Source: an optimization exercise on an open RTL-to-GDS flow (aim: small area, a short achievable clock period and few clock cycles per item). Production flows keep margins and buffers that such runs may drop.
Function was checked by simulation only, so behaviour that the tests miss may differ from the original.
No activity file was given, so power comes from the tool's default toggle rates.

==> flow/design.v <==
module soc_curve_interp_validate #(
  parameter int NUM_POINTS = 8
) (
  input  logic        clk,
  input  logic        rst,
  input  logic        cfg_wen,
  input  logic        cfg_index,
  input  logic [7:0]  cfg_data,
  input  logic        in_valid,
  output logic        in_ready,
  input  logic [19:0] in_data,
  output logic        out_valid,
  input  logic        out_ready,
  output logic [15:0] out_data
);
  logic [7:0] ve;
  logic [6:0] mt;
  always_ff @(posedge clk) begin
    if (rst) begin
      ve <= 8'd53;
      mt <= 7'd5;
    end else if (cfg_wen) begin
      if (cfg_index) mt <= cfg_data[6:0];
      else ve <= cfg_data;
    end
  end
  logic        busy;
  logic [2:0]  eseg;    
  logic [1:0]  ebit;
  logic [13:0] acc;
  logic [1:0]  vbits;
  logic [15:0] mk;      
  logic [15:0] acc_sum;
  logic [13:0] acc_next;
  logic [4:0]  t1;
  logic [5:0]  t2;
  logic [6:0]  t3;
  logic [6:0]  t4;
  logic [5:0]  t5;
  always_comb begin
    case (ebit)
      2'd0: vbits = ve[1:0];
      2'd1: vbits = ve[3:2];
      2'd2: vbits = ve[5:4];
      default: vbits = ve[7:6];
    endcase
  end
  logic kt_new_n22, kt_new_n23, kt_new_n25, kt_new_n26, kt_new_n28, kt_new_n29, kt_new_n30, kt_new_n31, kt_new_n32, kt_new_n33, kt_new_n35, kt_new_n36, kt_new_n37, kt_new_n38, kt_new_n39, kt_new_n41, kt_new_n42, kt_new_n43, kt_new_n44, kt_new_n45, kt_new_n47, kt_new_n48, kt_new_n49, kt_new_n51, kt_new_n52, kt_new_n53, kt_new_n55, kt_new_n56, kt_new_n58, kt_new_n60, kt_new_n61, kt_new_n62, kt_new_n63, kt_new_n65, kt_new_n66, kt_new_n67, kt_new_n69, kt_new_n71, kt_new_n72, kt_new_n73, kt_new_n76;
  assign kt_new_n22 = ~eseg[2] & vbits[0];
  assign kt_new_n23 = eseg[1] & kt_new_n22;
  assign mk[15] = vbits[1] & kt_new_n23;
  assign kt_new_n25 = ~eseg[2] & vbits[1];
  assign kt_new_n26 = ~vbits[0] & kt_new_n25;
  assign mk[14] = eseg[1] & kt_new_n26;
  assign kt_new_n28 = eseg[1] & ~eseg[0];
  assign kt_new_n29 = ~eseg[1] & ~eseg[0];
  assign kt_new_n30 = ~eseg[2] & kt_new_n29;
  assign kt_new_n31 = vbits[0] & kt_new_n29;
  assign kt_new_n32 = eseg[2] & kt_new_n31;
  assign kt_new_n33 = ~kt_new_n23 & ~kt_new_n32;
  assign mk[0] = ~kt_new_n28 & ~kt_new_n33;
  assign kt_new_n35 = ~eseg[0] & vbits[1];
  assign kt_new_n36 = ~kt_new_n22 & ~kt_new_n35;
  assign kt_new_n37 = ~eseg[1] & ~kt_new_n36;
  assign kt_new_n38 = ~kt_new_n25 & ~kt_new_n37;
  assign kt_new_n39 = ~mk[0] & kt_new_n38;
  assign mk[3] = ~kt_new_n30 & ~kt_new_n39;
  assign kt_new_n41 = ~kt_new_n28 & mk[3];
  assign kt_new_n42 = vbits[1] & kt_new_n41;
  assign kt_new_n43 = vbits[0] & ~mk[15];
  assign kt_new_n44 = ~kt_new_n23 & ~kt_new_n25;
  assign kt_new_n45 = kt_new_n43 & ~kt_new_n44;
  assign mk[13] = kt_new_n42 | kt_new_n45;
  assign kt_new_n47 = ~mk[14] & ~kt_new_n37;
  assign kt_new_n48 = kt_new_n26 & ~kt_new_n47;
  assign kt_new_n49 = mk[3] & kt_new_n43;
  assign mk[12] = kt_new_n48 | kt_new_n49;
  assign kt_new_n51 = kt_new_n22 & mk[13];
  assign kt_new_n52 = ~eseg[0] & kt_new_n26;
  assign kt_new_n53 = ~kt_new_n31 & ~kt_new_n52;
  assign mk[9] = kt_new_n51 | ~kt_new_n53;
  assign kt_new_n55 = kt_new_n22 & mk[9];
  assign kt_new_n56 = ~eseg[1] & kt_new_n25;
  assign mk[11] = kt_new_n55 | kt_new_n56;
  assign kt_new_n58 = eseg[1] & kt_new_n42;
  assign mk[10] = ~kt_new_n47 | kt_new_n58;
  assign kt_new_n60 = ~vbits[1] & kt_new_n22;
  assign kt_new_n61 = ~kt_new_n26 & ~kt_new_n60;
  assign kt_new_n62 = ~mk[12] & ~kt_new_n61;
  assign kt_new_n63 = vbits[1] & ~kt_new_n33;
  assign mk[8] = kt_new_n62 | kt_new_n63;
  assign kt_new_n65 = ~kt_new_n22 & ~kt_new_n28;
  assign kt_new_n66 = ~kt_new_n47 & kt_new_n65;
  assign kt_new_n67 = ~mk[3] & ~kt_new_n66;
  assign mk[7] = ~mk[0] & ~kt_new_n67;
  assign kt_new_n69 = kt_new_n33 & ~kt_new_n60;
  assign mk[6] = kt_new_n66 | ~kt_new_n69;
  assign kt_new_n71 = ~kt_new_n23 & ~kt_new_n26;
  assign kt_new_n72 = eseg[0] & ~kt_new_n71;
  assign kt_new_n73 = kt_new_n31 & ~kt_new_n63;
  assign mk[5] = kt_new_n72 | kt_new_n73;
  assign mk[4] = ~kt_new_n31 & kt_new_n41;
  assign kt_new_n76 = ~mk[6] & ~mk[5];
  assign mk[2] = ~kt_new_n30 & ~kt_new_n76;
  assign mk[1] = kt_new_n41 & ~mk[8];
  assign acc_sum  = {2'b0, (ebit == 2'd0) ? 14'd0 : acc} + mk;
  assign acc_next = acc_sum[15:2];
  always_ff @(posedge clk) begin
    if (rst || (cfg_wen && !cfg_index)) begin
      busy <= 1'b1;
      eseg <= 3'd0;
      ebit <= 2'd0;
    end else if (busy) begin
      ebit <= ebit + 2'd1;
      if (ebit == 2'd3) begin
        eseg <= eseg + 3'd1;
        if (eseg == 3'd4) busy <= 1'b0;
      end
    end
  end
  always_ff @(posedge clk) begin
    acc <= acc_next;
  end
  always_ff @(posedge clk) begin
    if (busy && ebit == 2'd3) begin
      case (eseg)
        3'd0: t1 <= acc_next[11:7];
        3'd1: t2 <= acc_next[12:7];
        3'd2: t3 <= acc_next[13:7];
        3'd3: t4 <= acc_next[13:7];
        default: t5 <= acc_next[12:7];
      endcase
    end
  end
  logic [2:0] t6;
  logic [1:0] t7;
  logic t67_new_n14, t67_new_n15, t67_new_n16, t67_new_n17, t67_new_n18, t67_new_n19, t67_new_n21, t67_new_n22, t67_new_n23, t67_new_n24, t67_new_n25, t67_new_n26, t67_new_n27, t67_new_n28, t67_new_n30, t67_new_n31, t67_new_n32, t67_new_n33, t67_new_n34, t67_new_n35, t67_new_n36, t67_new_n37, t67_new_n38, t67_new_n39, t67_new_n40, t67_new_n41, t67_new_n42, t67_new_n43, t67_new_n44, t67_new_n45, t67_new_n46, t67_new_n47, t67_new_n48, t67_new_n51;
  assign t67_new_n14 = ve[7] & ve[6];
  assign t67_new_n15 = ve[2] & ve[1];
  assign t67_new_n16 = ~ve[3] & ~t67_new_n15;
  assign t67_new_n17 = ve[7] & ve[5];
  assign t67_new_n18 = ve[4] & t67_new_n17;
  assign t67_new_n19 = ~t67_new_n16 & t67_new_n18;
  assign t6[2] = t67_new_n14 | t67_new_n19;
  assign t67_new_n21 = ve[1] & ve[0];
  assign t67_new_n22 = ~ve[2] & ~t67_new_n21;
  assign t67_new_n23 = ve[6] & ve[4];
  assign t67_new_n24 = ve[3] & t67_new_n23;
  assign t67_new_n25 = ~t67_new_n22 & t67_new_n24;
  assign t67_new_n26 = ve[6] & ve[5];
  assign t67_new_n27 = ~ve[7] & ~t67_new_n26;
  assign t67_new_n28 = ~t67_new_n25 & t67_new_n27;
  assign t6[1] = ~t6[2] & ~t67_new_n28;
  assign t67_new_n30 = ~ve[4] & ~ve[2];
  assign t67_new_n31 = ~ve[3] & t67_new_n30;
  assign t67_new_n32 = t67_new_n26 & ~t67_new_n31;
  assign t67_new_n33 = t6[2] & t67_new_n32;
  assign t67_new_n34 = ~t6[2] & ~t67_new_n32;
  assign t67_new_n35 = ~t67_new_n33 & ~t67_new_n34;
  assign t67_new_n36 = ~ve[1] & ~ve[0];
  assign t67_new_n37 = t67_new_n30 & t67_new_n36;
  assign t67_new_n38 = ve[7] & ~t67_new_n37;
  assign t67_new_n39 = ~ve[6] & ~t67_new_n38;
  assign t67_new_n40 = ~t67_new_n25 & ~t67_new_n39;
  assign t67_new_n41 = ~ve[5] & ~t67_new_n40;
  assign t67_new_n42 = ve[3] & t67_new_n15;
  assign t67_new_n43 = ve[7] & ~ve[3];
  assign t67_new_n44 = ~ve[5] & ~t67_new_n43;
  assign t67_new_n45 = ~ve[4] & ~t67_new_n17;
  assign t67_new_n46 = ~t67_new_n44 & t67_new_n45;
  assign t67_new_n47 = ~t67_new_n42 & t67_new_n46;
  assign t67_new_n48 = ~t67_new_n41 & ~t67_new_n47;
  assign t6[0] = ~t67_new_n35 & t67_new_n48;
  assign t7[1] = t67_new_n14 & ~t67_new_n46;
  assign t67_new_n51 = ~ve[7] & ~t67_new_n32;
  assign t7[0] = ~t7[1] & ~t67_new_n51;
  logic [12:0] v;
  logic [6:0]  e;
  logic [2:0]  sg;
  assign v = in_data[19:7];
  logic ev_new_n21, ev_new_n22, ev_new_n23, ev_new_n24, ev_new_n25, ev_new_n26, ev_new_n27, ev_new_n28, ev_new_n29, ev_new_n30, ev_new_n32, ev_new_n33, ev_new_n34, ev_new_n35, ev_new_n36, ev_new_n37, ev_new_n38, ev_new_n39, ev_new_n40, ev_new_n41, ev_new_n42, ev_new_n44, ev_new_n45, ev_new_n46, ev_new_n47, ev_new_n48, ev_new_n49, ev_new_n50, ev_new_n51, ev_new_n52, ev_new_n53, ev_new_n54, ev_new_n55, ev_new_n56, ev_new_n57, ev_new_n58, ev_new_n59, ev_new_n60, ev_new_n61, ev_new_n62, ev_new_n63, ev_new_n64, ev_new_n65, ev_new_n66, ev_new_n67, ev_new_n68, ev_new_n69, ev_new_n70, ev_new_n71, ev_new_n72, ev_new_n73, ev_new_n74, ev_new_n75, ev_new_n76, ev_new_n77, ev_new_n78, ev_new_n79, ev_new_n80, ev_new_n81, ev_new_n82, ev_new_n83, ev_new_n84, ev_new_n85, ev_new_n86, ev_new_n87, ev_new_n88, ev_new_n89, ev_new_n90, ev_new_n91, ev_new_n92, ev_new_n93, ev_new_n94, ev_new_n95, ev_new_n96, ev_new_n97, ev_new_n98, ev_new_n99, ev_new_n100, ev_new_n101, ev_new_n102, ev_new_n103, ev_new_n104, ev_new_n105, ev_new_n106, ev_new_n107, ev_new_n108, ev_new_n109, ev_new_n110, ev_new_n111, ev_new_n112, ev_new_n113, ev_new_n114, ev_new_n115, ev_new_n116, ev_new_n117, ev_new_n118, ev_new_n119, ev_new_n121, ev_new_n122, ev_new_n123, ev_new_n124, ev_new_n125, ev_new_n126, ev_new_n127, ev_new_n128, ev_new_n129, ev_new_n130, ev_new_n131, ev_new_n132, ev_new_n133, ev_new_n134, ev_new_n135, ev_new_n136, ev_new_n137, ev_new_n138, ev_new_n139, ev_new_n140, ev_new_n141, ev_new_n142, ev_new_n143, ev_new_n144, ev_new_n145, ev_new_n146, ev_new_n147, ev_new_n148, ev_new_n149, ev_new_n150, ev_new_n151, ev_new_n152, ev_new_n153, ev_new_n154, ev_new_n155, ev_new_n156, ev_new_n157, ev_new_n158, ev_new_n159, ev_new_n160, ev_new_n161, ev_new_n162, ev_new_n163, ev_new_n164, ev_new_n165, ev_new_n166, ev_new_n167, ev_new_n168, ev_new_n169, ev_new_n170, ev_new_n171, ev_new_n172, ev_new_n173, ev_new_n174, ev_new_n175, ev_new_n176, ev_new_n177, ev_new_n179, ev_new_n180, ev_new_n181, ev_new_n182, ev_new_n183, ev_new_n184, ev_new_n185, ev_new_n186, ev_new_n187, ev_new_n188, ev_new_n189, ev_new_n190, ev_new_n191, ev_new_n192, ev_new_n193, ev_new_n194, ev_new_n195, ev_new_n196, ev_new_n197, ev_new_n198, ev_new_n199, ev_new_n200, ev_new_n201, ev_new_n202, ev_new_n203, ev_new_n204, ev_new_n205, ev_new_n206, ev_new_n207, ev_new_n208, ev_new_n209, ev_new_n210, ev_new_n211, ev_new_n212, ev_new_n213, ev_new_n214, ev_new_n215, ev_new_n216, ev_new_n217, ev_new_n218, ev_new_n219, ev_new_n220, ev_new_n221, ev_new_n222, ev_new_n223, ev_new_n224, ev_new_n225, ev_new_n226, ev_new_n228, ev_new_n229, ev_new_n230, ev_new_n231, ev_new_n232, ev_new_n233, ev_new_n234, ev_new_n235, ev_new_n236, ev_new_n237, ev_new_n238, ev_new_n239, ev_new_n240, ev_new_n241, ev_new_n242, ev_new_n243, ev_new_n244, ev_new_n245, ev_new_n246, ev_new_n247, ev_new_n248, ev_new_n249, ev_new_n250, ev_new_n251, ev_new_n252, ev_new_n253, ev_new_n254, ev_new_n255, ev_new_n256, ev_new_n257, ev_new_n258, ev_new_n259, ev_new_n260, ev_new_n261, ev_new_n262, ev_new_n263, ev_new_n264, ev_new_n265, ev_new_n266, ev_new_n267, ev_new_n268, ev_new_n269, ev_new_n270, ev_new_n271, ev_new_n272, ev_new_n273, ev_new_n274, ev_new_n275, ev_new_n276, ev_new_n277, ev_new_n278, ev_new_n279, ev_new_n280, ev_new_n281, ev_new_n282, ev_new_n283, ev_new_n284, ev_new_n285, ev_new_n286, ev_new_n287, ev_new_n288, ev_new_n289, ev_new_n290, ev_new_n291, ev_new_n292, ev_new_n293, ev_new_n294, ev_new_n295, ev_new_n296, ev_new_n297, ev_new_n298, ev_new_n299, ev_new_n300, ev_new_n301, ev_new_n302, ev_new_n303, ev_new_n304, ev_new_n305, ev_new_n306, ev_new_n307, ev_new_n308, ev_new_n309, ev_new_n310, ev_new_n312, ev_new_n313, ev_new_n314, ev_new_n315, ev_new_n316, ev_new_n317, ev_new_n318, ev_new_n319, ev_new_n320, ev_new_n321, ev_new_n322, ev_new_n323, ev_new_n324, ev_new_n325, ev_new_n326, ev_new_n327, ev_new_n328, ev_new_n329, ev_new_n330, ev_new_n331, ev_new_n332, ev_new_n333, ev_new_n334, ev_new_n335, ev_new_n336, ev_new_n337, ev_new_n338, ev_new_n339, ev_new_n340, ev_new_n341, ev_new_n342, ev_new_n343, ev_new_n344, ev_new_n345, ev_new_n346, ev_new_n347, ev_new_n348, ev_new_n349, ev_new_n350, ev_new_n351, ev_new_n352, ev_new_n353, ev_new_n354, ev_new_n355, ev_new_n356, ev_new_n357, ev_new_n358, ev_new_n359, ev_new_n360, ev_new_n361, ev_new_n362, ev_new_n363, ev_new_n364, ev_new_n365, ev_new_n366, ev_new_n367, ev_new_n368, ev_new_n369, ev_new_n370, ev_new_n371, ev_new_n372, ev_new_n373, ev_new_n374, ev_new_n375, ev_new_n376, ev_new_n377, ev_new_n378, ev_new_n379, ev_new_n380, ev_new_n381, ev_new_n382, ev_new_n383, ev_new_n384, ev_new_n385, ev_new_n386, ev_new_n387, ev_new_n388, ev_new_n389, ev_new_n390, ev_new_n391, ev_new_n392, ev_new_n393, ev_new_n394, ev_new_n395, ev_new_n396, ev_new_n397, ev_new_n398, ev_new_n399, ev_new_n400, ev_new_n401, ev_new_n402, ev_new_n403, ev_new_n404, ev_new_n405, ev_new_n406, ev_new_n407, ev_new_n408, ev_new_n409, ev_new_n410, ev_new_n411, ev_new_n412, ev_new_n413, ev_new_n414, ev_new_n415, ev_new_n416, ev_new_n417;
  assign ev_new_n21 = ~v[3] & ~v[2];
  assign ev_new_n22 = ~v[1] & ev_new_n21;
  assign ev_new_n23 = v[6] & v[5];
  assign ev_new_n24 = v[7] & v[4];
  assign ev_new_n25 = ev_new_n23 & ev_new_n24;
  assign ev_new_n26 = ~ev_new_n22 & ev_new_n25;
  assign ev_new_n27 = ~v[8] & ~ev_new_n26;
  assign ev_new_n28 = v[11] & v[10];
  assign ev_new_n29 = v[9] & ev_new_n28;
  assign ev_new_n30 = ~ev_new_n27 & ev_new_n29;
  assign e[6] = v[12] | ev_new_n30;
  assign ev_new_n32 = ~v[6] & ~v[4];
  assign ev_new_n33 = ~v[0] & ev_new_n22;
  assign ev_new_n34 = ev_new_n32 & ev_new_n33;
  assign ev_new_n35 = ~v[5] & ev_new_n34;
  assign ev_new_n36 = ev_new_n27 & ~ev_new_n35;
  assign ev_new_n37 = ~v[4] & ev_new_n21;
  assign ev_new_n38 = ev_new_n23 & ~ev_new_n37;
  assign ev_new_n39 = v[8] & ev_new_n38;
  assign ev_new_n40 = ~ev_new_n36 & ~ev_new_n39;
  assign ev_new_n41 = v[7] & ev_new_n29;
  assign ev_new_n42 = ~ev_new_n40 & ev_new_n41;
  assign e[5] = v[12] | ev_new_n42;
  assign ev_new_n44 = ~v[12] & ev_new_n29;
  assign ev_new_n45 = v[6] & v[4];
  assign ev_new_n46 = ~ev_new_n34 & ~ev_new_n45;
  assign ev_new_n47 = v[7] & ev_new_n22;
  assign ev_new_n48 = ~ev_new_n46 & ev_new_n47;
  assign ev_new_n49 = ~v[6] & ~v[5];
  assign ev_new_n50 = ~v[8] & ev_new_n49;
  assign ev_new_n51 = ~ev_new_n48 & ev_new_n50;
  assign ev_new_n52 = v[2] & v[0];
  assign ev_new_n53 = v[6] & ~ev_new_n52;
  assign ev_new_n54 = v[2] & v[1];
  assign ev_new_n55 = v[3] & ev_new_n54;
  assign ev_new_n56 = ~v[7] & ev_new_n55;
  assign ev_new_n57 = ~ev_new_n53 & ev_new_n56;
  assign ev_new_n58 = ev_new_n45 & ev_new_n57;
  assign ev_new_n59 = ~v[7] & ev_new_n23;
  assign ev_new_n60 = v[7] & ~ev_new_n38;
  assign ev_new_n61 = ~ev_new_n59 & ~ev_new_n60;
  assign ev_new_n62 = ~ev_new_n58 & ev_new_n61;
  assign ev_new_n63 = v[0] & ev_new_n55;
  assign ev_new_n64 = ~v[6] & ev_new_n21;
  assign ev_new_n65 = v[5] & ~v[4];
  assign ev_new_n66 = ~ev_new_n64 & ev_new_n65;
  assign ev_new_n67 = ~v[7] & ev_new_n66;
  assign ev_new_n68 = ~ev_new_n63 & ev_new_n67;
  assign ev_new_n69 = ~ev_new_n52 & ~ev_new_n54;
  assign ev_new_n70 = ~v[6] & ~ev_new_n69;
  assign ev_new_n71 = v[3] & ev_new_n70;
  assign ev_new_n72 = ~v[8] & v[5];
  assign ev_new_n73 = ~ev_new_n24 & ev_new_n72;
  assign ev_new_n74 = ~ev_new_n71 & ev_new_n73;
  assign ev_new_n75 = ~ev_new_n68 & ev_new_n74;
  assign ev_new_n76 = ~ev_new_n62 & ~ev_new_n75;
  assign ev_new_n77 = ~ev_new_n51 & ev_new_n76;
  assign ev_new_n78 = v[3] & ~v[2];
  assign ev_new_n79 = ev_new_n69 & ~ev_new_n78;
  assign ev_new_n80 = ~v[1] & ~v[0];
  assign ev_new_n81 = v[3] & ~ev_new_n80;
  assign ev_new_n82 = v[7] & ~ev_new_n81;
  assign ev_new_n83 = ~ev_new_n79 & ev_new_n82;
  assign ev_new_n84 = v[1] & v[0];
  assign ev_new_n85 = ~v[2] & ~ev_new_n84;
  assign ev_new_n86 = v[3] & ~ev_new_n85;
  assign ev_new_n87 = ~v[4] & ~ev_new_n86;
  assign ev_new_n88 = ~v[6] & v[3];
  assign ev_new_n89 = v[6] & ~v[3];
  assign ev_new_n90 = v[7] & ~ev_new_n89;
  assign ev_new_n91 = ~ev_new_n88 & ev_new_n90;
  assign ev_new_n92 = ~ev_new_n32 & ~ev_new_n91;
  assign ev_new_n93 = ev_new_n64 & ~ev_new_n84;
  assign ev_new_n94 = ev_new_n92 & ~ev_new_n93;
  assign ev_new_n95 = ~ev_new_n87 & ev_new_n94;
  assign ev_new_n96 = ~ev_new_n83 & ~ev_new_n95;
  assign ev_new_n97 = v[6] & ~v[4];
  assign ev_new_n98 = ~ev_new_n81 & ev_new_n97;
  assign ev_new_n99 = ~v[6] & v[4];
  assign ev_new_n100 = ~v[7] & v[6];
  assign ev_new_n101 = ~ev_new_n99 & ~ev_new_n100;
  assign ev_new_n102 = ~ev_new_n98 & ev_new_n101;
  assign ev_new_n103 = ~ev_new_n70 & ev_new_n102;
  assign ev_new_n104 = ev_new_n96 & ev_new_n103;
  assign ev_new_n105 = ~ev_new_n96 & ~ev_new_n102;
  assign ev_new_n106 = v[7] & ~ev_new_n84;
  assign ev_new_n107 = ~v[4] & ~ev_new_n106;
  assign ev_new_n108 = v[4] & ~v[1];
  assign ev_new_n109 = ~ev_new_n107 & ~ev_new_n108;
  assign ev_new_n110 = v[3] & v[2];
  assign ev_new_n111 = v[6] & v[1];
  assign ev_new_n112 = ev_new_n110 & ~ev_new_n111;
  assign ev_new_n113 = ev_new_n109 & ev_new_n112;
  assign ev_new_n114 = ~v[5] & ~ev_new_n113;
  assign ev_new_n115 = ~ev_new_n105 & ev_new_n114;
  assign ev_new_n116 = ~ev_new_n104 & ev_new_n115;
  assign ev_new_n117 = v[6] & ev_new_n27;
  assign ev_new_n118 = ~ev_new_n116 & ev_new_n117;
  assign ev_new_n119 = ~ev_new_n77 & ~ev_new_n118;
  assign e[4] = ev_new_n44 & ~ev_new_n119;
  assign ev_new_n121 = v[1] & ev_new_n52;
  assign ev_new_n122 = ~v[3] & ~ev_new_n121;
  assign ev_new_n123 = ~ev_new_n87 & ~ev_new_n122;
  assign ev_new_n124 = ~v[3] & ev_new_n54;
  assign ev_new_n125 = ~ev_new_n78 & ~ev_new_n124;
  assign ev_new_n126 = ev_new_n87 & ev_new_n125;
  assign ev_new_n127 = ~v[7] & ~ev_new_n45;
  assign ev_new_n128 = ~ev_new_n33 & ev_new_n127;
  assign ev_new_n129 = ~ev_new_n126 & ev_new_n128;
  assign ev_new_n130 = ~ev_new_n123 & ev_new_n129;
  assign ev_new_n131 = ev_new_n102 & ev_new_n130;
  assign ev_new_n132 = ~v[5] & ~ev_new_n131;
  assign ev_new_n133 = ev_new_n37 & ~ev_new_n49;
  assign ev_new_n134 = v[7] & ~v[6];
  assign ev_new_n135 = v[1] & ev_new_n134;
  assign ev_new_n136 = ~v[5] & ev_new_n84;
  assign ev_new_n137 = ~ev_new_n100 & ~ev_new_n136;
  assign ev_new_n138 = ~ev_new_n135 & ev_new_n137;
  assign ev_new_n139 = ev_new_n133 & ev_new_n138;
  assign ev_new_n140 = ~v[5] & ~v[3];
  assign ev_new_n141 = ~v[4] & ~ev_new_n140;
  assign ev_new_n142 = ~v[7] & ev_new_n32;
  assign ev_new_n143 = ~ev_new_n141 & ev_new_n142;
  assign ev_new_n144 = ~ev_new_n139 & ~ev_new_n143;
  assign ev_new_n145 = ev_new_n132 & ev_new_n144;
  assign ev_new_n146 = ~ev_new_n132 & ev_new_n139;
  assign ev_new_n147 = ev_new_n56 & ev_new_n99;
  assign ev_new_n148 = ~ev_new_n21 & ev_new_n25;
  assign ev_new_n149 = v[8] & ~ev_new_n148;
  assign ev_new_n150 = ~ev_new_n147 & ev_new_n149;
  assign ev_new_n151 = ~ev_new_n146 & ev_new_n150;
  assign ev_new_n152 = ~ev_new_n145 & ev_new_n151;
  assign ev_new_n153 = ~v[4] & ev_new_n91;
  assign ev_new_n154 = ~ev_new_n48 & ev_new_n153;
  assign ev_new_n155 = ev_new_n96 & ~ev_new_n154;
  assign ev_new_n156 = ev_new_n64 & ev_new_n65;
  assign ev_new_n157 = ev_new_n155 & ~ev_new_n156;
  assign ev_new_n158 = v[5] & ~ev_new_n155;
  assign ev_new_n159 = ~v[8] & ~ev_new_n158;
  assign ev_new_n160 = ~ev_new_n157 & ev_new_n159;
  assign ev_new_n161 = ~ev_new_n152 & ~ev_new_n160;
  assign ev_new_n162 = ev_new_n100 & ~ev_new_n161;
  assign ev_new_n163 = v[7] & ev_new_n133;
  assign ev_new_n164 = ev_new_n32 & ~ev_new_n66;
  assign ev_new_n165 = ~ev_new_n23 & ~ev_new_n164;
  assign ev_new_n166 = ~ev_new_n163 & ~ev_new_n165;
  assign ev_new_n167 = v[7] & ~v[4];
  assign ev_new_n168 = ~v[8] & ev_new_n167;
  assign ev_new_n169 = ~ev_new_n49 & ~ev_new_n134;
  assign ev_new_n170 = ~ev_new_n168 & ev_new_n169;
  assign ev_new_n171 = ~ev_new_n58 & ev_new_n170;
  assign ev_new_n172 = ev_new_n161 & ~ev_new_n171;
  assign ev_new_n173 = ~ev_new_n166 & ~ev_new_n172;
  assign ev_new_n174 = ~ev_new_n162 & ev_new_n173;
  assign ev_new_n175 = ~v[8] & ev_new_n48;
  assign ev_new_n176 = ~ev_new_n75 & ~ev_new_n175;
  assign ev_new_n177 = ~ev_new_n174 & ev_new_n176;
  assign e[3] = ev_new_n44 & ~ev_new_n177;
  assign ev_new_n179 = ~v[11] & ~v[10];
  assign ev_new_n180 = ~v[9] & ~v[8];
  assign ev_new_n181 = ev_new_n179 & ev_new_n180;
  assign ev_new_n182 = ~ev_new_n54 & ev_new_n181;
  assign ev_new_n183 = ev_new_n143 & ev_new_n182;
  assign ev_new_n184 = v[3] & ~ev_new_n54;
  assign ev_new_n185 = v[1] & ev_new_n78;
  assign ev_new_n186 = ~ev_new_n110 & ~ev_new_n185;
  assign ev_new_n187 = ~v[5] & ~ev_new_n186;
  assign ev_new_n188 = ~v[5] & v[4];
  assign ev_new_n189 = ~ev_new_n65 & ~ev_new_n188;
  assign ev_new_n190 = ev_new_n121 & ~ev_new_n189;
  assign ev_new_n191 = ~ev_new_n187 & ev_new_n190;
  assign ev_new_n192 = ~ev_new_n184 & ~ev_new_n191;
  assign ev_new_n193 = ev_new_n100 & ~ev_new_n192;
  assign ev_new_n194 = ev_new_n55 & ev_new_n193;
  assign ev_new_n195 = ~ev_new_n81 & ev_new_n134;
  assign ev_new_n196 = v[5] & v[4];
  assign ev_new_n197 = ev_new_n186 & ev_new_n196;
  assign ev_new_n198 = ev_new_n195 & ev_new_n197;
  assign ev_new_n199 = ~ev_new_n38 & ev_new_n68;
  assign ev_new_n200 = ~ev_new_n198 & ~ev_new_n199;
  assign ev_new_n201 = ~ev_new_n194 & ev_new_n200;
  assign ev_new_n202 = ~v[7] & v[3];
  assign ev_new_n203 = ~v[8] & ~ev_new_n202;
  assign ev_new_n204 = ~ev_new_n22 & ev_new_n203;
  assign ev_new_n205 = ~ev_new_n187 & ev_new_n204;
  assign ev_new_n206 = ~v[4] & ~ev_new_n71;
  assign ev_new_n207 = ~ev_new_n99 & ~ev_new_n206;
  assign ev_new_n208 = ev_new_n205 & ev_new_n207;
  assign ev_new_n209 = ~v[5] & ev_new_n58;
  assign ev_new_n210 = ~v[7] & ~v[1];
  assign ev_new_n211 = v[5] & ev_new_n89;
  assign ev_new_n212 = ev_new_n210 & ev_new_n211;
  assign ev_new_n213 = ~ev_new_n148 & ~ev_new_n212;
  assign ev_new_n214 = v[7] & ev_new_n84;
  assign ev_new_n215 = v[4] & ev_new_n89;
  assign ev_new_n216 = ~ev_new_n214 & ev_new_n215;
  assign ev_new_n217 = ~v[9] & ~ev_new_n216;
  assign ev_new_n218 = ~ev_new_n213 & ~ev_new_n217;
  assign ev_new_n219 = ~v[9] & ~ev_new_n148;
  assign ev_new_n220 = ev_new_n28 & ~ev_new_n219;
  assign ev_new_n221 = ~ev_new_n218 & ev_new_n220;
  assign ev_new_n222 = ~ev_new_n209 & ev_new_n221;
  assign ev_new_n223 = ~ev_new_n208 & ev_new_n222;
  assign ev_new_n224 = ev_new_n201 & ev_new_n223;
  assign ev_new_n225 = ev_new_n161 & ev_new_n224;
  assign ev_new_n226 = ~v[12] & ~ev_new_n225;
  assign e[2] = ~ev_new_n183 & ~ev_new_n226;
  assign ev_new_n228 = ev_new_n135 & ev_new_n196;
  assign ev_new_n229 = ~v[9] & v[7];
  assign ev_new_n230 = ~ev_new_n49 & ev_new_n229;
  assign ev_new_n231 = ~ev_new_n228 & ~ev_new_n230;
  assign ev_new_n232 = ~e[2] & ~ev_new_n231;
  assign ev_new_n233 = v[4] & v[1];
  assign ev_new_n234 = ~v[6] & ~ev_new_n233;
  assign ev_new_n235 = ~v[5] & ~ev_new_n45;
  assign ev_new_n236 = ~ev_new_n89 & ev_new_n235;
  assign ev_new_n237 = ~ev_new_n234 & ev_new_n236;
  assign ev_new_n238 = ev_new_n56 & ev_new_n237;
  assign ev_new_n239 = ev_new_n144 & ~ev_new_n238;
  assign ev_new_n240 = v[9] & ~ev_new_n239;
  assign ev_new_n241 = ev_new_n63 & ev_new_n134;
  assign ev_new_n242 = v[9] & ~ev_new_n57;
  assign ev_new_n243 = ~ev_new_n241 & ~ev_new_n242;
  assign ev_new_n244 = ~v[7] & ~ev_new_n49;
  assign ev_new_n245 = ev_new_n122 & ~ev_new_n244;
  assign ev_new_n246 = ~ev_new_n83 & ev_new_n245;
  assign ev_new_n247 = v[4] & ~ev_new_n246;
  assign ev_new_n248 = ~ev_new_n243 & ev_new_n247;
  assign ev_new_n249 = ~ev_new_n240 & ~ev_new_n248;
  assign ev_new_n250 = ~ev_new_n232 & ev_new_n249;
  assign ev_new_n251 = ~v[12] & v[8];
  assign ev_new_n252 = ev_new_n28 & ev_new_n251;
  assign ev_new_n253 = ~ev_new_n250 & ev_new_n252;
  assign ev_new_n254 = ev_new_n21 & ~ev_new_n92;
  assign ev_new_n255 = ev_new_n128 & ev_new_n254;
  assign ev_new_n256 = v[3] & ev_new_n214;
  assign ev_new_n257 = ~ev_new_n110 & ~ev_new_n167;
  assign ev_new_n258 = ~ev_new_n256 & ~ev_new_n257;
  assign ev_new_n259 = ~ev_new_n93 & ~ev_new_n258;
  assign ev_new_n260 = ev_new_n195 & ev_new_n259;
  assign ev_new_n261 = ev_new_n52 & ev_new_n99;
  assign ev_new_n262 = ev_new_n210 & ev_new_n261;
  assign ev_new_n263 = v[3] & ev_new_n262;
  assign ev_new_n264 = v[5] & ~ev_new_n263;
  assign ev_new_n265 = ~ev_new_n260 & ev_new_n264;
  assign ev_new_n266 = ~ev_new_n255 & ev_new_n265;
  assign ev_new_n267 = ~ev_new_n80 & ev_new_n155;
  assign ev_new_n268 = ~ev_new_n53 & ev_new_n86;
  assign ev_new_n269 = ~ev_new_n267 & ~ev_new_n268;
  assign ev_new_n270 = v[7] & ev_new_n99;
  assign ev_new_n271 = ~ev_new_n269 & ev_new_n270;
  assign ev_new_n272 = ev_new_n45 & ~ev_new_n80;
  assign ev_new_n273 = v[7] & v[1];
  assign ev_new_n274 = ev_new_n78 & ~ev_new_n273;
  assign ev_new_n275 = ev_new_n272 & ev_new_n274;
  assign ev_new_n276 = ev_new_n132 & ~ev_new_n275;
  assign ev_new_n277 = ~ev_new_n271 & ev_new_n276;
  assign ev_new_n278 = ~ev_new_n266 & ~ev_new_n277;
  assign ev_new_n279 = v[7] & ~v[3];
  assign ev_new_n280 = v[5] & ~ev_new_n279;
  assign ev_new_n281 = ~ev_new_n54 & ~ev_new_n280;
  assign ev_new_n282 = ev_new_n141 & ~ev_new_n281;
  assign ev_new_n283 = ~ev_new_n48 & ~ev_new_n282;
  assign ev_new_n284 = ~ev_new_n54 & ~ev_new_n85;
  assign ev_new_n285 = ~v[7] & ~ev_new_n284;
  assign ev_new_n286 = ~ev_new_n70 & ~ev_new_n285;
  assign ev_new_n287 = ~ev_new_n283 & ev_new_n286;
  assign ev_new_n288 = ~ev_new_n121 & ~ev_new_n202;
  assign ev_new_n289 = ev_new_n32 & ~ev_new_n55;
  assign ev_new_n290 = ~ev_new_n288 & ev_new_n289;
  assign ev_new_n291 = ev_new_n63 & ev_new_n196;
  assign ev_new_n292 = v[1] & ~v[0];
  assign ev_new_n293 = v[5] & ev_new_n292;
  assign ev_new_n294 = ~ev_new_n45 & ~ev_new_n293;
  assign ev_new_n295 = v[2] & ev_new_n202;
  assign ev_new_n296 = ~ev_new_n294 & ev_new_n295;
  assign ev_new_n297 = ~ev_new_n291 & ~ev_new_n296;
  assign ev_new_n298 = ~ev_new_n290 & ev_new_n297;
  assign ev_new_n299 = ~ev_new_n199 & ev_new_n298;
  assign ev_new_n300 = ~ev_new_n287 & ev_new_n299;
  assign ev_new_n301 = ~ev_new_n116 & ev_new_n300;
  assign ev_new_n302 = ~v[8] & ~ev_new_n301;
  assign ev_new_n303 = ~ev_new_n59 & ~ev_new_n116;
  assign ev_new_n304 = v[4] & v[2];
  assign ev_new_n305 = ~ev_new_n303 & ev_new_n304;
  assign ev_new_n306 = ~ev_new_n302 & ~ev_new_n305;
  assign ev_new_n307 = ~ev_new_n278 & ev_new_n306;
  assign ev_new_n308 = ev_new_n44 & ~ev_new_n307;
  assign ev_new_n309 = v[12] & ev_new_n183;
  assign ev_new_n310 = ~ev_new_n308 & ~ev_new_n309;
  assign e[1] = ev_new_n253 | ~ev_new_n310;
  assign ev_new_n312 = ~v[3] & ~ev_new_n292;
  assign ev_new_n313 = ~v[7] & ~ev_new_n65;
  assign ev_new_n314 = v[3] & ~v[0];
  assign ev_new_n315 = ~ev_new_n313 & ~ev_new_n314;
  assign ev_new_n316 = ~ev_new_n312 & ev_new_n315;
  assign ev_new_n317 = ~ev_new_n152 & ~ev_new_n316;
  assign ev_new_n318 = v[5] & ~ev_new_n45;
  assign ev_new_n319 = ~v[2] & ~ev_new_n32;
  assign ev_new_n320 = ~ev_new_n233 & ev_new_n319;
  assign ev_new_n321 = ~ev_new_n318 & ev_new_n320;
  assign ev_new_n322 = ~ev_new_n210 & ~ev_new_n321;
  assign ev_new_n323 = v[8] & ~v[1];
  assign ev_new_n324 = ~ev_new_n116 & ev_new_n323;
  assign ev_new_n325 = ~ev_new_n322 & ~ev_new_n324;
  assign ev_new_n326 = ~ev_new_n317 & ev_new_n325;
  assign ev_new_n327 = ~v[0] & ev_new_n134;
  assign ev_new_n328 = v[6] & ~v[1];
  assign ev_new_n329 = ~ev_new_n233 & ~ev_new_n328;
  assign ev_new_n330 = ~ev_new_n327 & ~ev_new_n329;
  assign ev_new_n331 = ~v[7] & ~ev_new_n80;
  assign ev_new_n332 = ev_new_n110 & ~ev_new_n331;
  assign ev_new_n333 = ~ev_new_n267 & ev_new_n332;
  assign ev_new_n334 = ev_new_n202 & ev_new_n292;
  assign ev_new_n335 = ~ev_new_n47 & ~ev_new_n185;
  assign ev_new_n336 = ev_new_n155 & ~ev_new_n335;
  assign ev_new_n337 = ~ev_new_n334 & ~ev_new_n336;
  assign ev_new_n338 = ~ev_new_n333 & ev_new_n337;
  assign ev_new_n339 = ~ev_new_n330 & ~ev_new_n338;
  assign ev_new_n340 = ~v[7] & ev_new_n99;
  assign ev_new_n341 = ~ev_new_n125 & ev_new_n340;
  assign ev_new_n342 = v[5] & ~ev_new_n341;
  assign ev_new_n343 = ~ev_new_n58 & ev_new_n342;
  assign ev_new_n344 = ~ev_new_n48 & ev_new_n343;
  assign ev_new_n345 = ~ev_new_n339 & ev_new_n344;
  assign ev_new_n346 = ev_new_n78 & ev_new_n100;
  assign ev_new_n347 = ~ev_new_n130 & ev_new_n205;
  assign ev_new_n348 = ~ev_new_n346 & ~ev_new_n347;
  assign ev_new_n349 = ev_new_n80 & ~ev_new_n348;
  assign ev_new_n350 = v[8] & ev_new_n130;
  assign ev_new_n351 = ev_new_n114 & ~ev_new_n350;
  assign ev_new_n352 = ~ev_new_n349 & ev_new_n351;
  assign ev_new_n353 = ~ev_new_n345 & ~ev_new_n352;
  assign ev_new_n354 = ~ev_new_n254 & ev_new_n259;
  assign ev_new_n355 = ~v[5] & ~ev_new_n106;
  assign ev_new_n356 = ev_new_n110 & ev_new_n166;
  assign ev_new_n357 = ~ev_new_n355 & ~ev_new_n356;
  assign ev_new_n358 = ~ev_new_n354 & ~ev_new_n357;
  assign ev_new_n359 = v[4] & ev_new_n185;
  assign ev_new_n360 = ev_new_n61 & ev_new_n359;
  assign ev_new_n361 = ~ev_new_n358 & ~ev_new_n360;
  assign ev_new_n362 = ~v[6] & v[5];
  assign ev_new_n363 = ~v[3] & v[2];
  assign ev_new_n364 = ev_new_n362 & ev_new_n363;
  assign ev_new_n365 = ~ev_new_n100 & ~ev_new_n364;
  assign ev_new_n366 = ev_new_n109 & ~ev_new_n365;
  assign ev_new_n367 = ~ev_new_n54 & ev_new_n65;
  assign ev_new_n368 = ~v[5] & v[2];
  assign ev_new_n369 = ~ev_new_n167 & ev_new_n368;
  assign ev_new_n370 = ~ev_new_n367 & ~ev_new_n369;
  assign ev_new_n371 = ev_new_n89 & ~ev_new_n370;
  assign ev_new_n372 = v[0] & ev_new_n23;
  assign ev_new_n373 = ev_new_n22 & ev_new_n372;
  assign ev_new_n374 = ~ev_new_n34 & ~ev_new_n373;
  assign ev_new_n375 = ~ev_new_n371 & ev_new_n374;
  assign ev_new_n376 = ~ev_new_n366 & ev_new_n375;
  assign ev_new_n377 = ev_new_n361 & ~ev_new_n376;
  assign ev_new_n378 = ~ev_new_n100 & ~ev_new_n361;
  assign ev_new_n379 = ev_new_n201 & ~ev_new_n237;
  assign ev_new_n380 = ev_new_n85 & ~ev_new_n379;
  assign ev_new_n381 = ~ev_new_n378 & ~ev_new_n380;
  assign ev_new_n382 = ~ev_new_n377 & ev_new_n381;
  assign ev_new_n383 = ~v[8] & ~ev_new_n382;
  assign ev_new_n384 = ~ev_new_n353 & ~ev_new_n383;
  assign ev_new_n385 = ~ev_new_n326 & ev_new_n384;
  assign ev_new_n386 = ev_new_n44 & ~ev_new_n385;
  assign ev_new_n387 = ~ev_new_n55 & ev_new_n189;
  assign ev_new_n388 = v[6] & ~ev_new_n387;
  assign ev_new_n389 = v[7] & ev_new_n49;
  assign ev_new_n390 = ~ev_new_n55 & ev_new_n389;
  assign ev_new_n391 = ev_new_n217 & ~ev_new_n390;
  assign ev_new_n392 = ~ev_new_n388 & ev_new_n391;
  assign ev_new_n393 = ev_new_n268 & ~ev_new_n313;
  assign ev_new_n394 = v[9] & ~ev_new_n262;
  assign ev_new_n395 = ~ev_new_n139 & ev_new_n394;
  assign ev_new_n396 = ~ev_new_n393 & ev_new_n395;
  assign ev_new_n397 = ~ev_new_n392 & ~ev_new_n396;
  assign ev_new_n398 = ev_new_n69 & ~ev_new_n368;
  assign ev_new_n399 = ~ev_new_n314 & ~ev_new_n398;
  assign ev_new_n400 = ~ev_new_n279 & ev_new_n398;
  assign ev_new_n401 = ev_new_n45 & ~ev_new_n400;
  assign ev_new_n402 = ~ev_new_n399 & ev_new_n401;
  assign ev_new_n403 = v[4] & v[0];
  assign ev_new_n404 = ev_new_n110 & ~ev_new_n403;
  assign ev_new_n405 = v[4] & ev_new_n80;
  assign ev_new_n406 = ~ev_new_n88 & ~ev_new_n405;
  assign ev_new_n407 = ~v[2] & ~ev_new_n406;
  assign ev_new_n408 = ~ev_new_n404 & ~ev_new_n407;
  assign ev_new_n409 = ~v[1] & ev_new_n314;
  assign ev_new_n410 = v[7] & ~v[5];
  assign ev_new_n411 = ~ev_new_n409 & ev_new_n410;
  assign ev_new_n412 = ~ev_new_n408 & ev_new_n411;
  assign ev_new_n413 = ~ev_new_n402 & ~ev_new_n412;
  assign ev_new_n414 = ~ev_new_n193 & ev_new_n413;
  assign ev_new_n415 = ~ev_new_n397 & ev_new_n414;
  assign ev_new_n416 = ev_new_n252 & ~ev_new_n415;
  assign ev_new_n417 = ~ev_new_n309 & ~ev_new_n416;
  assign e[0] = ev_new_n386 | ~ev_new_n417;
  always_comb begin
    if (e >= 7'd75) sg = 3'd1;
    else if (e >= 7'd57) sg = 3'd2;
    else if (e >= 7'd36) sg = 3'd3;
    else if (e >= 7'd20) sg = 3'd4;
    else if (e >= 7'd4) sg = 3'd5;
    else if (e >= 7'd2) sg = 3'd6;
    else sg = 3'd7;
  end
  logic hold_free;
  assign hold_free = !out_valid || out_ready;
  assign in_ready  = hold_free && !busy;
  logic [6:0] r_e, r_c;
  logic [2:0] r_sg;
  always_ff @(posedge clk) begin
    if (rst) out_valid <= 1'b0;
    else if (hold_free) out_valid <= in_valid && !busy;
  end
  always_ff @(posedge clk) begin
    if (hold_free) begin
      r_e  <= e;
      r_c  <= in_data[6:0];
      r_sg <= sg;
    end
  end
  logic [6:0] t_raw, tol;
  always_comb begin
    case (r_sg)
      3'd1: t_raw = {2'd0, t1};
      3'd2: t_raw = {1'd0, t2};
      3'd3: t_raw = t3;
      3'd4: t_raw = t4;
      3'd5: t_raw = {1'd0, t5};
      3'd6: t_raw = {4'd0, t6};
      default: t_raw = {5'd0, t7};
    endcase
  end
  assign tol = (t_raw < mt) ? mt : t_raw;
  logic [7:0] d;
  logic [6:0] ad;
  logic ok;
  assign d  = {1'b0, r_c} - {1'b0, r_e};
  assign ad = d[7] ? 7'(-d) : d[6:0];
  assign ok = ad < tol;
  assign out_data = {ok, r_e, 1'b0, tol};
endmodule
==> flow/run.sh <==
#!/bin/bash
# synth_recipe.tcl (not shown) runs the flow's synth.tcl, then flattens the netlist and writes it again
# the make line also repeats each setting of config.mk as NAME=value (left out here)
make -C /OpenROAD-flow-scripts/flow DESIGN_CONFIG=/design/flow/config.mk WORK_HOME=/design/flow/orfs CLKGATE_MAP_FILE= SYNTH_SCRIPT=/design/flow/synth_recipe.tcl finish
==> flow/config.mk <==
export PLATFORM = sky130hd
export DESIGN_NAME = soc_curve_interp_validate
export DESIGN_NICKNAME = soc_curve_interp_validate
export VERILOG_FILES = /design/flow/design.v
export SDC_FILE = /design/flow/constraint.sdc
export NUM_CORES = 4
export LEC_CHECK = 0
export ABC_AREA = 1
export CAP_MARGIN = 20
export CORE_MARGIN = 2
export CORE_UTILIZATION = 40
export SETUP_SLACK_MARGIN = 5
export SLEW_MARGIN = 20
==> flow/constraint.sdc <==
create_clock -name core_clock -period 10.0 [get_ports {clk}]
set_input_delay 2.0000 -clock core_clock [delete_from_list [all_inputs] [get_ports {clk}]]
set_output_delay 2.0000 -clock core_clock [all_outputs]
set_load 0.01 [all_outputs]
==> metrics.md, run 1 <==
| Metric | Value |
|---|---|
| Global-route wire length before repair | `30700 um` |
| Num ports | `52` |
| CORE AREA | `16000 um^2` |
| Final ANT Viol Nets | `0` |
| CP required | `8.00 ns` |
| Critical Path AT | `3.44 ns` |
| Status | `no timing/DRC/antenna violations` |
| Asr flop ratio synth | `0%` |
| CTS Buf Count | `9` |
| Placer Congestion | `1.05` |
| Final Cell Area | `7950 um^2` |
| Vias post-DR | `6682` |
| Vias in the first global route | `6174` |
| CP Class | `reg -> out` |
| Die height | `132 um` |
| Psw | `465 uW` |
| Area grow syn2layout | `20.9%` |
| CP Max Fanout | `6` |
| Maximum VDD drop | `0.0000833 V` |
| Setup crit start kind | `register` |
| Row count | `46` |
| Proportion of layout cells with a drive suffix above 1 | `11.3%` |
| Fin nets | `1103` |
| Post-synth top area cell | `edfxtp_1` |
| Synth area leaders | `edfxtp_1 22%, nand2_1 13%, dfxtp_1 11%` |
| Largest net degree at the start of global routing | `19` |
| Relative slew slack | `38.7%` |
| Leakage | `3.76 nW` |
| Final wirelength | `19300 um` |
| Reg2reg start | `ebit[0]$_SDFFE_PP0P_` |
| Synth Warn # | `1` |
| Die area | `17500 um^2` |
| Worst r2r path cells | `24` |
| Drt drc | `0` |
| Fillers | `1589` |
| R2r setup slk | `5.60 ns` |
| Mapped Area | `6580 um^2` |
| Worst hold path startpoint | `mt[5]$_SDFFE_PP0P_` |
| Slew Viols, Final | `0` |
| Synth top area share | `21.9%` |
| Synth top cells by count | `228 x nand2_1, 146 x inv_1, 98 x nor2_1` |
| Seq pwr share | `33.6%` |
| Final setup TNS | `0 ns` |
| CTS Root Cell | `clkbuf_16` |
| Ys flop type | `edfxtp_1` |
| Pwr dens | `161 nW/um^2` |
| Max Cap Viol | `0` |
| DP HPWL | `14300 um` |
| Clk buf depth | `2` |
| HP Class | `reg -> reg` |
| Worst-Skew Late Latency | `0.34 ns` |
| Setup violations, final | `0` |
| Worst-Margin Slew | `0.912 ns` |
| Reg2reg end | `t2[4]$_DFFE_PP_` |
| DRT Pass-1 Iters | `6` |
| Wire per inst | `15.5 um` |
| Syn_nets | `1034` |
| Worst Hold Path EP | `mt[5]$_SDFFE_PP0P_` |
| Chip Width | `132 um` |
| Final Hold Vio Count | `0` |
| CTS tree | `yes` |
| Clk sinks | `84` |
| Skew final | `0.0108 ns` |
| Mapped Cells | `954` |
| Top-count cell post-synth | `nand2_1` |
| PortBufs | `50` |
| Final min period | `5.44 ns` |
| Initial drt markers | `713` |
| Clock share of power | `25.4%` |
| Placed Area | `7220 um^2` |
| ANT cells | `0` |
| Post-synth EDFFs | `48` |
| Hold path cells | `2` |
| Worst-path clk slew | `0.06 ns` |
| Seq cells post-synth | `84` |
| H-tree levels | `3` |
| FMAX | `184 MHz` |
| Sw frac | `36.4%` |
| Mapped Avg Cell Area | `6.90 um^2` |
| RSZ-0062 raised after global routing | `yes` |
| Int Power | `811 uW` |
| Count of cell types in the netlist | `52` |
| Vias per cell | `5.37` |
| Initial Utilization | `41.1%` |
| Tcrit/Tclk final | `54.4%` |
| Combinational power share | `40.9%` |
| Share of the yosys chip area belonging to registers | `32.9%` |
| Initial antenna violation count | `0` |
| Worst setup EP type | `output port` |
| Total GRT Usage | `21.5%` |
| Congestion Overflow GR | `0` |
==> cell families (layout without fill, tap and decap cells) <==
logic type,Yosys count,after routing,share of synthesized area (%)
AND/OR/NAND/NOR,438,438,28.4
AO/OA/AOI/OAI,186,186,16.2
buffers and inverters,178,252,10.8
flip-flops,84,84,32.9
adder cells (fa/ha/maj),46,46,8.86
XOR/XNOR,21,21,2.80
other,1,1,0.0570
==> worst max-delay path, stage by stage (launching register included) <==
cell and delay [ns]:
edfxtp_1 0.46, inv_2 0.09, nor3_4 0.36, a22o_1 0.20, a221oi_2 0.05, o21ai_2 0.10
ha_4 0.23, a21oi_2 0.14, nor2_2 0.06, a211oi_2 0.27, nand2_4 0.13, buf_6 0.15
o21ai_4 0.13, inv_2 0.06, ha_4 0.21, a21oi_1 0.13, o21ai_1 0.07, a21oi_1 0.13
buf_2 0.15
==> layout make-up <==
type                            count  area [um^2]  share of cell area, %
Timing Repair inverter              1         7.51                 0.0944
Clock buffer                       11          254                   3.19
Timing Repair Buffer               81          744                   9.36
Inverter                          154          584                   7.35
Clock inverter                      5         40.0                  0.504
Sequential cell                    84         2160                   27.2
Tap cell                          216          270                   3.40
Multi-Input combinational cell    692         3890                   48.9
==> per-stage QoR <==
step           setup slack, ns  total power, mW  instances  util (%)  hold WS, ns
2_1_floorplan             5.03            0.742        954         -        0.454
3_3_place_gp              4.05            0.869       1196      45.1        0.495
3_5_place_dp              4.04            0.871       1196      45.1        0.503
4_1_cts                   4.55             1.24       1238      48.7        0.511
5_1_grt                   4.34             1.36       1244      49.7        0.543
6_report                  4.56             1.28       1244      49.7        0.518
==> worst max-delay path by stage <==
stage	slack (ns)	endpoint	start
4_1_cts	4.55	out_data[15]	r_sg[0]$_SDFFCE_PP1N_
3_5_place_dp	4.04	out_data[15]	r_sg[0]$_SDFFCE_PP1N_
2_1_floorplan	5.03	out_data[15]	r_sg[0]$_SDFFCE_PP1N_
6_report	4.56	out_data[15]	r_sg[0]$_SDFFCE_PP1N_
5_1_grt	4.34	out_data[15]	r_sg[0]$_SDFFCE_PP1N_
3_3_place_gp	4.05	out_data[15]	r_sg[0]$_SDFFCE_PP1N_
==> state kept, by name, indices dropped and copies added, names as in the netlist <==
register	count
acc	14
busy	1
ebit	2
eseg	3
mt	7
out_valid	1
r_c	7
r_e	7
r_sg	3
t1	5
t2	6
t3	7
t4	7
t5	6
ve	8
==> layout by cell type (no fill, tap or decap), drive strengths merged, types with 3 or more instances in the layout <==
cell / count
nand2: 236
inv: 154
nor2: 103
a21oi: 69
o21ai: 67
nand3: 60
edfxtp: 48
ha: 45
dfxtp: 36
clkdlybuf4s50: 34
buf: 34
xor2: 18
nand4: 16
clkbuf: 15
nor3: 12
o211ai: 10
o22ai: 6
o21bai: 5
dlygate4sd2: 5
o31ai: 4
a31oi: 4
dlymetal6s2s: 4
clkinv: 4
xnor2: 3
nand3b: 3
o2111ai: 3
a22oi: 3
nor4: 3
a221oi: 3
==> repair_timing <==
item / CTS / global route
cloned: 1 / 0
pin swaps: 7 / 13
hold buffers: 0 / 0
setup endpoints to repair: 11 / 40
gates resized for setup: 54 / 40
hold endpoints to repair: 0 / 0
buffers inserted: 25 / 6
==> layer usage <==
metal	GRT usage, %	routed length [um]	up-vias
li1	-	-	3296
met1	28.8	8540	2987
met2	34.3	8700	337
met3	4.27	1410	62
met4	8.30	677	0
met5	0	0	-
==> power by group through the flow <==
| stage | sequential [mW] | clock (mW) | combinational [mW] |
|---|---|---|---|
| global placement | 0.437 | 0 | 0.433 |
| detailed placement | 0.438 | 0 | 0.434 |
| finish | 0.429 | 0.325 | 0.522 |
| CTS | 0.429 | 0.332 | 0.478 |
| floorplan | 0.434 | 0 | 0.308 |
| global route | 0.433 | 0.346 | 0.581 |
Testbench counts, summed over its fixed seeds: cycles 3,352, items 3,200.
==> run 2, diff against run 1 <==
--- a/flow/config.mk
+++ b/flow/config.mk
@@ -9,5 +9,4 @@
 export CAP_MARGIN = 20
 export CORE_MARGIN = 2
 export CORE_UTILIZATION = 40
-export SETUP_SLACK_MARGIN = 5
 export SLEW_MARGIN = 20
==> metrics.md, run 2 <==
| Metric | Value |
|---|---|
| Top reg by flops | `acc` |
| Die area | `17500 um^2 (unchanged)` |
| Setup bufs post-CTS | `0 (-100%)` |
| Synth Area in Simple Gates | `28.4% (unchanged)` |
| Tot Pwr | `1.19 mW (-6.4%)` |
| Worst-Margin Slew | `1.03 ns (+0.114 ns)` |
| Critical Path AT | `4.27 ns (+0.83 ns)` |
| Synth top cells by count | `228 x nand2_1, 146 x inv_1, 98 x nor2_1` |
| Fin worst setup slack | `3.73 ns (-0.838 ns)` |
| Pwr dens | `159 nW/um^2 (-1.0%)` |
| Post-synth EDFFs | `48 (unchanged)` |
| Mapped Cells | `954 (unchanged)` |
| Drt drc | `0 (unchanged)` |
| Status | `no timing/DRC/antenna violations` |
| Initial Utilization | `41.1% (unchanged)` |
| Cts repair resizes | `0 (-100%)` |
| Slowest-stage cell, CP | `clkdlybuf4s50_1` |
| Vias post-DR | `6534 (-2.2%)` |
| ANT cells | `0 (unchanged)` |
| Synth top area share | `21.9% (unchanged)` |
| Slew Viols, Final | `0 (unchanged)` |
| CORE AREA | `16000 um^2 (unchanged)` |
| Hold-fix buffers at CTS | `0 (unchanged)` |
| Final Hold Vio Count | `0 (unchanged)` |
| Asr flop ratio synth | `0% (unchanged)` |
| CTS Root Cell | `clkbuf_16` |
| Multiplexer share of the synthesized area | `0% (unchanged)` |
| Syn_nets | `1034 (unchanged)` |
| Synth Area in XOR/XNOR | `2.80% (unchanged)` |
| Ys flop type | `edfxtp_1` |
| DP HPWL | `14500 um (+1.5%)` |
| FMAX | `159 MHz (-13%)` |
| Setup violations, final | `0 (unchanged)` |
| Row count | `46 (unchanged)` |
| Die height | `132 um (unchanged)` |
| Total GRT Usage | `21.3% (-0.23 points)` |
| Count of cell types in the netlist | `52 (unchanged)` |
| CTS tree | `yes` |
| Share of the yosys chip area belonging to registers | `32.9% (unchanged)` |
| Global-route wire length before repair | `30000 um (-2.1%)` |
| Chip Width | `132 um (unchanged)` |
| Final min period | `6.27 ns (+0.838 ns)` |
| Worst-path clk slew | `0.06 ns (about the same)` |
| Compound-Gate Fraction of Synth Area | `16.2% (unchanged)` |
| Mapped Avg Cell Area | `6.90 um^2 (unchanged)` |
| Maximum VDD drop | `0.0000829 V (-0.40%)` |
| Hold path cells | `2 (unchanged)` |
| Area grow syn2layout | `14.2%` |
| Top-count cell post-synth | `nand2_1` |
| CP Cell Sequence | `nand3_1 > inv_1 > a22o_1 > a221oi_1 > o21ai_0 > ha_1 > a21oi_1 > nor2_1 > a211oi_1 > nand2_1 > o21ai_0 > inv_1 > ha_1 > a21oi_1 > o21ai_0 > a21oi_1 > clkdlybuf4s50_1` |
| PortBufs | `50 (unchanged)` |
| Most common cell after layout, fill and taps aside | `nand2_1` |
| RSZ-0062 raised after global routing | `no` |
| Post-synth top area cell | `edfxtp_1` |
| Initial antenna violation count | `0 (unchanged)` |
| Initial drt markers | `728 (+2.1%)` |
| Setup crit start kind | `register` |
| DRT Pass-1 Iters | `7 (+1)` |
| Fin nets | `1071 (-2.9%)` |
| CP max stage delay | `0.55 ns (+0.09 ns)` |
| Skew final | `0.0140 ns (+0.00319 ns)` |
| Most frequent cells in the layout | `228 x nand2_1, 146 x inv_1, 98 x nor2_1` |
| Num ports | `52 (unchanged)` |
| Clk sinks | `84 (unchanged)` |
| Largest family of logic cells by synthesized area | `simple AND/OR/NAND/NOR gates` |
| Worst r2r path cells | `24 (unchanged)` |
| CTS Buf Count | `9 (unchanged)` |
| Worst Hold Path EP | `mt[6]$_SDFFE_PP0P_` |
| Flip-flop count of the largest register after layout | `14 (unchanged)` |
| Final ANT Viol Nets | `0 (unchanged)` |
| Final Cell Area | `7510 um^2 (-5.5%)` |
| Relative slew slack | `31.1% (-7.6 points)` |
| Synth area leaders | `edfxtp_1 22%, nand2_1 13%, dfxtp_1 11%` |
| Max Cap Viol | `0 (unchanged)` |
| Placed Area | `7220 um^2 (about the same)` |
| Vias in the first global route | `5999 (-2.8%)` |
| Adder and majority gate portion of the synthesized area | `8.86% (unchanged)` |
| Reg2reg end | `t2[4]$_DFFE_PP_` |
| Bufs and invs on worst path | `3 (-1)` |
| Worst-Skew Late Latency | `0.35 ns (about the same)` |
| R2r setup slk | `5.21 ns (-0.39 ns)` |
| Final wirelength | `18700 um (-3.3%)` |
| CP Class | `reg -> out` |
| CP required | `8.00 ns (about the same)` |
| Reg2reg start | `ebit[0]$_SDFFE_PP0P_` |
| Tcrit/Tclk final | `62.7% (+8.4 points)` |
| Top delay family on crit path | `compound AO/OA/AOI/OAI gates` |
| Synth Warn # | `1 (unchanged)` |
| Clk buf depth | `2 (unchanged)` |
| Leakage | `3.52 nW (-6.4%)` |
| Dpl ws | `4.13 ns (+0.0891 ns)` |
| Seq cells post-synth | `84 (unchanged)` |
| H-tree levels | `3 (unchanged)` |
| Mapped Area | `6580 um^2 (unchanged)` |
| Vias per cell | `5.39 (+0.37%)` |
| Final Util | `47.0% (-2.7 points)` |
| Worst hold path startpoint | `mt[6]$_SDFFE_PP0P_` |
| Placer Congestion | `1.03 (-1.9%)` |
| Wire per inst | `15.4 um (-0.76%)` |
| HP Class | `reg -> reg` |
| Worst setup EP type | `output port` |
| Congestion Overflow GR | `0 (unchanged)` |
| CP Max Fanout | `7 (+1)` |
| Crit path from | `r_sg[1]$_SDFFCE_PP0N_` |
| Proportion of layout cells with a drive suffix above 1 | `4.32% (-7.0 points)` |
| Largest registers | `acc: 14 flops, ve: 8 flops` |
| Final setup TNS | `0 ns (unchanged)` |
| Largest net degree at the start of global routing | `19 (unchanged)` |
[run 2: changes by cell type in the layout (fill, tap and decap cells not counted), sizes merged]
cell,before,now
buf,34,0
clkbuf,15,11
clkdlybuf4s50,34,50
clkinv,4,3
clkinvlp,2,1
dlygate4sd2,5,0
dlymetal6s2s,4,0
inv,154,155
[run 2: power by group]
part	internal [mW]	total (mW)	switching, mW
Sequential	0.417	0.429	0.0121
Clock	0.186	0.327	0.142
Combinational	0.162	0.438	0.276
[run 2: metrics by stage]
step	instances	hold WS (ns)
after floorplan	954	0.449
after global placement	1196	0.481
after detailed placement	1196	0.486
after CTS	1212	0.496
after global routing	1212	0.532
final	1212	0.493
[run 2: cell type report]
cell class / instances / area [um^2]
multi-input combinational: 692 / 3710
clock buffer: 11 / 254
tap: 216 / 270
fill: 1647 / 8490
clock inverter: 5 / 38.8
inverter: 154 / 578
timing repair buffer: 50 / 500
sequential: 84 / 2160
[run 2: kinds of logic (layout without fill, tap and decap cells)]
| group | Yosys count | in the layout |
|---|---|---|
| and+or+nand+nor | 438 | 438 |
| AOI/OAI and AO/OA | 186 | 186 |
| buffers and inverters | 178 | 220 |
| DFF | 84 | 84 |
| adders and majority gates | 46 | 46 |
| xor gates and xnor gates | 21 | 21 |
| other | 1 | 1 |
[run 2: worst max path at each step]
| stage | to | cells past startpoint |
|---|---|---|
| after floorplan | out_data[15] | 17 |
| after global placement | out_data[15] | 17 |
| after detailed placement | out_data[15] | 17 |
| after CTS | out_data[15] | 17 |
| after global routing | out_data[15] | 17 |
| final | out_data[15] | 17 |
[run 2: metal layers]
metal	GRT usage, %	part of all wire (%)	up-vias
li1	-	-	3240
met1	27.9	43	2880
met2	34.3	44	338
met3	4.58	8.9	76
met4	8.42	4.1	0
met5	0	0	-
[run 2: worst register-to-register path: cells and delay by family, from the launching register on]
| kind | cells | cell delay [ns] |
|---|---|---|
| AND/OR/NAND/NOR | 12 | 1.78 |
| AO/OA/AOI/OAI | 4 | 0.79 |
| flip-flops | 1 | 0.35 |
| adder cells (fa/ha/maj) | 2 | 0.71 |
| XOR/XNOR | 1 | 0.46 |
| buffers and inverters | 5 | 0.41 |

-- afterwards: timing with drivers on the ports --
The results above use ideal ports. As a check the final layouts listed here were re-extracted and re-timed, cells and wires unchanged. Step 1, drivers: a clkbuf_16 drives clk and a buf_2 each remaining input, both assumed. Step 2 moves the port delays by t, midway between the first and last clock arrival at a register: inputs arrive t later, outputs are due t later. That takes back most of the time a late clock gives input paths. a / b / c = no drivers / after step 1 / after step 2; a / b = the first two.
run	shift t [ns]	setup slack, ns	worst setup path at the end	slew at the worst register clock pin (ns)
run 1	0.377	4.564 / 4.519 / 4.896	register to output	0.07 / 0.07
run 2	0.383	3.726 / 3.681 / 4.064	register to output	0.07 / 0.07
After both steps setup and hold are still met in every run listed.
